From an optimization exercise on the open Yosys and OpenROAD flow, aimed at small area; shortcuts taken in it are not production practice. In this exercise RTL edits were held to simulation tests only and were not proved equivalent to the original. Power and IR drop assume default switching activity.

build 79:
Design regfile_top, start of the top module:
module regfile_top (
    input  logic         clk,
    input  logic         rst_n,
    input  logic [19:0]  rd_addr,
    output logic [127:0] rd_data,
    output logic [3:0]   rd_busy,
    input  logic [1:0]   wr_en,
    input  logic [9:0]   wr_addr,
    input  logic [63:0]  wr_data,
    input  logic [1:0]   iss_en,
    input  logic [9:0]   iss_rd,
    output logic         busy_any
);
For scale: roughly 5600 cells after synthesis, ~1100 flip-flops, ~240 I/O pins, ~58000 µm² of cells after synthesis.
clock: 8.0 ns
lec_check: 0
cap_margin: 5
cell_pad_in_sites_detail_placement: 1
cell_pad_in_sites_global_placement: 2
core_margin: 2
core_utilization: 25
cts_buf_list: sky130_fd_sc_hd__clkbuf_4 sky130_fd_sc_hd__clkbuf_8
cts_cluster_diameter: 60
cts_cluster_size: 20
place_density: 0.35
slew_margin: 5
synth_hierarchical: 1
standard.sh (not shown) runs the stock make flow with config.mk's settings and CLKGATE_MAP_FILE= SYNTH_SCRIPT=/design/flow/synth_recipe.tcl, a recipe that flattens the netlist after the stock synthesis.
==> flow/flow/run.sh <==
#!/bin/bash
# Standard ORFS layout with two changes:
#  - CTS without dummy loads (same clustering and buffer list as config.mk);
#  - port buffers use sky130_fd_sc_hd__buf_1 instead of the default choice.
# ORFS writes each step's full log under orfs/logs/; make's own output goes
# to standard_sh.log in this folder.
set -euo pipefail
export CTS_ARGS="-sink_clustering_enable -repair_clock_nets -dont_use_dummy_load -sink_clustering_size 20 -sink_clustering_max_diameter 60 -buf_list {sky130_fd_sc_hd__clkbuf_4 sky130_fd_sc_hd__clkbuf_8}"
export BUFFER_PORTS_ARGS="-buffer_cell sky130_fd_sc_hd__buf_1"
bash standard.sh finish > standard_sh.log 2>&1
Build 79: all stages done; final checks FAILED (max-capacitance violations, max-slew violations).
Inputs modified between build 79 and build 52:
# build 79
export LEC_CHECK = 0
export CAP_MARGIN = 5
export CELL_PAD_IN_SITES_DETAIL_PLACEMENT = 1
export CELL_PAD_IN_SITES_GLOBAL_PLACEMENT = 2
export CORE_MARGIN = 2
export CORE_UTILIZATION = 25
export CTS_BUF_LIST = sky130_fd_sc_hd__clkbuf_4 sky130_fd_sc_hd__clkbuf_8
export CTS_CLUSTER_DIAMETER = 60
export CTS_CLUSTER_SIZE = 20
export PLACE_DENSITY = 0.35
export SLEW_MARGIN = 5
export SYNTH_HIERARCHICAL = 1
create_clock -name core_clock -period 8.0 [get_ports {clk}]
# build 52
export LEC_CHECK = 0
export CAP_MARGIN = 20
export CELL_PAD_IN_SITES_DETAIL_PLACEMENT = 1
export CELL_PAD_IN_SITES_GLOBAL_PLACEMENT = 2
export CORE_MARGIN = 2
export CORE_UTILIZATION = 25
export CTS_BUF_LIST = sky130_fd_sc_hd__clkbuf_4 sky130_fd_sc_hd__clkbuf_8
export CTS_CLUSTER_DIAMETER = 60
export CTS_CLUSTER_SIZE = 20
export PLACE_DENSITY = 0.35
export SLEW_MARGIN = 20
export SYNTH_HIERARCHICAL = 1
create_clock -name core_clock -period 8.0 [get_ports {clk}]
==> flow/run.sh (new file) <==
#!/bin/bash
# synth_recipe.tcl (not shown) runs the flow's synth.tcl, then flattens the netlist and writes it again
# the make line also repeats each setting of config.mk as NAME=value (left out here)
make -C /OpenROAD-flow-scripts/flow DESIGN_CONFIG=/design/flow/config.mk WORK_HOME=/design/flow/orfs CLKGATE_MAP_FILE= SYNTH_SCRIPT=/design/flow/synth_recipe.tcl finish
removed: flow/flow/run.sh
removed: flow/standard.sh
==> comparison <==
- Delta (build 52 minus build 79): number of global-route vias before repair increased about 2%; final non-filler cell area increased about 9%; synthesized area essentially unchanged; cell depth of the worst setup path increased 4; routed wire length increased about 2.3%.
- Nothing crashed in build 52 and all stages finished; the problem is that the final layout failed, the offending checks being negative setup slack.
- Layout net count (build 52 vs. build 79) increases by a few percent
- Core utilization: build 52 higher than build 79
- Est. power | build 52 vs build 79 | build 52 higher
- Build 79 has higher maximum fanout count along the critical path than build 52.
- Looking at fmax, build 52 sits below build 79.
### build 52 -> build 13
==> flow/flow/run.sh (new file) <==
#!/bin/bash
# Standard ORFS layout with two changes:
#  - CTS without dummy loads (same clustering and buffer list as config.mk);
#  - port buffers use sky130_fd_sc_hd__buf_1 instead of the default choice.
# ORFS writes each step's full log under orfs/logs/; make's own output goes
# to standard_sh.log in this folder.
set -euo pipefail
export CTS_ARGS="-sink_clustering_enable -repair_clock_nets -dont_use_dummy_load -sink_clustering_size 20 -sink_clustering_max_diameter 60 -buf_list {sky130_fd_sc_hd__clkbuf_4 sky130_fd_sc_hd__clkbuf_8}"
export BUFFER_PORTS_ARGS="-buffer_cell sky130_fd_sc_hd__buf_1"
bash standard.sh finish > standard_sh.log 2>&1
==> flow/standard.sh (new file) <==
#!/bin/bash
# synth_recipe.tcl (not shown) runs the flow's synth.tcl, then flattens the netlist and writes it again
# the make line also repeats each setting of config.mk as NAME=value (left out here)
make -C /OpenROAD-flow-scripts/flow DESIGN_CONFIG=/design/flow/config.mk WORK_HOME=/design/flow/orfs CLKGATE_MAP_FILE= SYNTH_SCRIPT=/design/flow/synth_recipe.tcl "${@:-finish}"
removed: flow/run.sh
Results
[build 13] power share of the clock group fell 5.0 points relative to build 52. When the final numbers for build 52 and build 13 were put side by side, the final design instance area without fill turned out to be smaller in build 13. On worst path setup slack after routing: build 13 sits above build 52. The run showing the greater sequential share of layout area is build 13. Compared with build 52, placement density in the core of build 13 is lower. Build 13: flow completed, timing, DRC and antenna clean. Changes observed in build 13 relative to build 52: time the final worst path needs with I/O delays and setup shows a reduction of 360 ps; count of non-CTS buffers in the layout shows a reduction of 244. Between build 52 and build 13, power decreased. Register-to-register slack essentially unchanged between build 13 and build 52. Internal power, build 52 and build 13: smaller value in build 13. Highest attainable clock frequency (build 13 over build 52): increase, 5.7 MHz.

afterwards: timing with drivers on the ports:
No port has a modelled driver above. Below, the same layouts with a new extraction and two added sets of constraints. Step 1 assumes that a clkbuf_16 drives the clock port and a buf_2 every other input. Step 2 also shifts input and output timing later by t, the mid clock arrival at the registers, as if the neighbouring blocks saw the same clock. Slacks: no drivers / after step 1 / after step 2; pairs: no drivers / after step 1.
| run | t, ns | setup WS [ns] | slew at the worst register clock pin (ns) | worst slew at a driven data input, ns |
|---|---|---|---|---|
| build 79 | 1.048 | 0.201 / 0.169 / 0.169 | 0.11 / 0.11 | 0.16 |
| build 52 | 1.080 | -0.167 / -0.203 / -0.203 | 0.11 / 0.11 | 0.12 |
| build 13 | 1.046 | 0.193 / 0.170 / 0.170 | 0.11 / 0.11 | 0.17 |
For build 52, which loses most, drivers alone change the setup slack by -0.036 ns; drivers and shift together by -0.036 ns.
